This design comes from an exercise in tuning for a short achievable clock period and few clock cycles on the open sky130 flow, not from production work. The RTL was checked by simulation tests, not by an equivalence proof against the original design. Power and IR drop assume default switching activity.

Design cpu16, start of the top module:
module cpu16 (
    input  logic        clk,
    input  logic        rst_n,
    input  logic [15:0] instr,
    output logic [15:0] pc,
    output logic        wb_valid,
    output logic [3:0]  wb_addr,
    output logic [15:0] wb_data
);
Size: about 850 flip-flops, about 36000 um2 of cells after synthesis.
Settings: LEC_CHECK=0, ABC_CLOCK_PERIOD_IN_PS=2500, CAP_MARGIN=20, CORE_MARGIN=2, CORE_UTILIZATION=40, SETUP_SLACK_MARGIN=5, SLEW_MARGIN=20; clock period 7.5 ns.
run.sh (not shown) runs the stock make flow with config.mk's settings and CLKGATE_MAP_FILE= SYNTH_SCRIPT=/design/flow/synth_recipe.tcl, a recipe that flattens the netlist after the stock synthesis.
Testbench counts at the start, summed over its fixed seeds: cycles 29,981.
Change:
--- a/flow/design.v
+++ b/flow/design.v
@@ -208,53 +208,53 @@
     assign fa1 = e1_valid && e1_wrnz && e1_rd == d_asrc;
     assign fb1 = e1_valid && e1_wrnz && e1_rd == d_rt && !d_imm;
     assign fd1 = e1_valid && e1_wrnz && e1_rd == d_rd;
     assign fa2 = e2_valid && e2_wrnz && e2_rd == d_asrc;
     assign fb2 = e2_valid && e2_wrnz && e2_rd == d_rt && !d_imm;
     assign fd2 = e2_valid && e2_wrnz && e2_rd == d_rd;
     logic [15:0] d_imm16, d_bv;
     assign d_imm16 = {(d_zext ? 8'd0 : {8{d_ir[7]}}), d_ir[7:0]};
     assign d_bv    = (d_imm ? d_imm16 : rd_b) ^ {16{d_sub}};
     logic [15:1] zf;
-    logic [15:0] zf16, we16;      
-    logic        rq_zero, d_zf, d_zfw, d_fa3, d_knz, d_undo;
-    assign zf16    = {zf, 1'b1};
-    assign we16    = {w_we, 1'b0};
+    logic        rq_zero, d_zero, d_fa3, d_knz, d_undo;
     assign rq_zero = (rq == 16'd0);
     always_comb begin
-        d_fa3 = 1'b0;
-        for (int i = 1; i < 16; i++) d_fa3 = d_fa3 | (d_a_oh[i] & w_we[i]);
+        d_zero = d_a_oh[0];
+        d_fa3  = 1'b0;
+        for (int i = 1; i < 16; i++) begin
+            d_zero = d_zero | (d_a_oh[i] & zf[i]);
+            d_fa3  = d_fa3  | (d_a_oh[i] & w_we[i]);
+        end
     end
-    assign d_knz  = (d_rt == 4'd0) & !fa1 & !fa2 & !d_fa3 & !d_zfw;
-    assign d_undo = d_valid & d_br & d_bp & d_knz & !(d_zf ^ d_op[0]);
+    assign d_knz  = (d_rt == 4'd0) & !fa1 & !fa2 & !d_fa3;
+    assign d_undo = d_valid & d_br & d_bp & d_knz & !(d_zero ^ d_op[0]);
     logic d_stall;
     assign d_stall = d_valid & d_shr & fa1;
     logic [3:0] f_op, f_rd, f_rs, f_rt, f_asrc;
     assign f_op   = instr[15:12];
     assign f_rd   = instr[11:8];
     assign f_rs   = instr[7:4];
     assign f_rt   = instr[3:0];
     assign f_asrc = is_rtype(f_op) ? f_rs : f_rd;
     logic [15:0]   pc2;
     logic [NB-1:0] btb_hit;
-    logic [15:0]   btgt_next, f_btgt;
-    logic          bp_next, seq_q, bp_q, f_bp;
+    logic [15:0]   f_btgt;
     assign pc2 = pc_i + 16'd2;
     always_comb begin
-        btgt_next = 16'd0;
+        f_btgt = 16'd0;
         for (int i = 0; i < NB; i++) begin
-            btb_hit[i] = btb_v[i] && btb_tag[i] == pc2;
-            btgt_next = btgt_next | ({16{btb_hit[i]}} & btb_tgt[i]);
+            btb_hit[i] = btb_v[i] && btb_tag[i] == pc_i;
+            f_btgt = f_btgt | ({16{btb_hit[i]}} & btb_tgt[i]);
         end
     end
-    assign bp_next = |btb_hit;
-    assign f_bp    = seq_q & bp_q;
+    logic f_bp;
+    assign f_bp = |btb_hit;
     logic kill_d, kill_e1, take_f;
     assign kill_e1 = r_redir;
     assign kill_d  = r_redir | e1_redir;
     assign take_f  = !kill_d && !d_stall && !d_undo;
     logic        s_fast, s_e1d, s_e1q, s_e1u, s_du, s_h, s_b, s_s;
     logic [15:0] pc_rest;
     assign s_fast = e1_valid & e1_go & e1_fd1;    
     assign s_e1d = e1_redir & !e1_undo & !e1_fd1 & !e1_fd2;
     assign s_e1q = e1_redir & !e1_undo & !e1_fd1 &  e1_fd2;
     assign s_e1u = e1_redir &  e1_undo;
@@ -282,36 +282,20 @@
         else if (d_undo)  p = d_pc2;
         else              p = pc_f;
         e1_choice = {fast, p};
     endfunction
     logic [16:0] ch0, ch1, ch;
     assign ch0 = e1_choice(1'b0);
     assign ch1 = e1_choice(1'b1);
     assign ch  = e1_deq ? ch1 : ch0;
     assign pc_next = !started ? 16'd0 : r_redir ? (r_taken ? r_tgt : r_pc2) :
                      ch[16] ? {res_hi, lq} : ch[15:0];
-    logic e1r0, e1r1, seq_next;
-    assign e1r0 = e1_valid & (e1_jmp | (e1_br & ((e1_known ? e1_bne : e1_pt) ? !e1_red : e1_red)));
-    assign e1r1 = e1_valid & (e1_jmp | (e1_br & ((e1_known ? !e1_bne : e1_pt) ? !e1_red : e1_red)));
-    assign seq_next = started & !r_redir & !(e1_deq ? e1r1 : e1r0) & !d_undo & !d_stall & !f_bp;
-    always_ff @(posedge clk or negedge rst_n) begin
-        if (!rst_n) begin
-            seq_q <= 1'b0;
-            bp_q  <= 1'b0;
-        end else begin
-            seq_q <= seq_next;
-            bp_q  <= bp_next;
-        end
-    end
-    always_ff @(posedge clk) begin
-        f_btgt <= btgt_next;
-    end
     always_ff @(posedge clk) begin
         pc <= pc_next;
     end
     always_ff @(posedge clk or negedge rst_n) begin
         if (!rst_n) begin
             started  <= 1'b0;
             r_redir  <= 1'b0;
             pc_i     <= 16'd0;
             d_valid  <= 1'b0;
             e1_valid <= 1'b0;
@@ -332,22 +316,20 @@
         end
     end
     always_ff @(posedge clk) begin
         begin
             d_ir   <= instr;
             d_pc   <= pc_i;
             d_pc2  <= pc2;
             d_bp   <= f_bp;
             d_btgt <= f_btgt;
             d_a_oh <= onehot(f_asrc);
-            d_zf   <= zf16[f_rs];
-            d_zfw  <= we16[f_rs];
             d_b_oh <= onehot(f_rt);
             d_d_oh <= onehot(f_rd);
             d_asrc <= f_asrc;
         end
     end
     always_ff @(posedge clk) begin
         e1_wrnz  <= d_wr && (d_rd != 4'd0);
         e1_wr    <= d_wr;
         e1_rd    <= d_rd;
         e1_br    <= d_br;
After rerunning: Cell area shrinks by 2.2%. Routed wire length decreases by 3.5%. Sequential share of layout area stays flat. Total power goes down by 2.3%. Clock power fell by 6.4%. Clock skew is lower by 0.017 ns. Die area shrinks by 2.2%.
Testbench counts after the change, summed over its fixed seeds: cycles 29,981.

[port drivers added, routing unchanged]
No port has a modelled driver above. Below, the same layouts with a new extraction and two added sets of constraints.
Step 1, drivers: a clkbuf_16 drives clk and a buf_2 each remaining input, both assumed.
Step 2 adds t to the input delays and takes it off the output delays; t is the mean of the earliest and latest rising clock arrival at the registers after step 1. Input paths then give back, and output paths get back, about the clock's delay inside the block.
Three values: ideal, step 1, step 2; two values: the first two.
run	shift t [ns]	slack for setup (ns)	worst setup path at the end	slew at the worst register clock pin (ns)
the first run	0.724	4.663 / 4.663 / 4.366	input to register	0.07 / 0.07
the second run	0.722	4.821 / 4.773 / 4.406	input to register	0.07 / 0.07
After both steps every run listed still meets setup and hold. For the second run, which loses most, drivers alone change the setup slack by -0.048 ns; drivers and shift together by -0.415 ns.
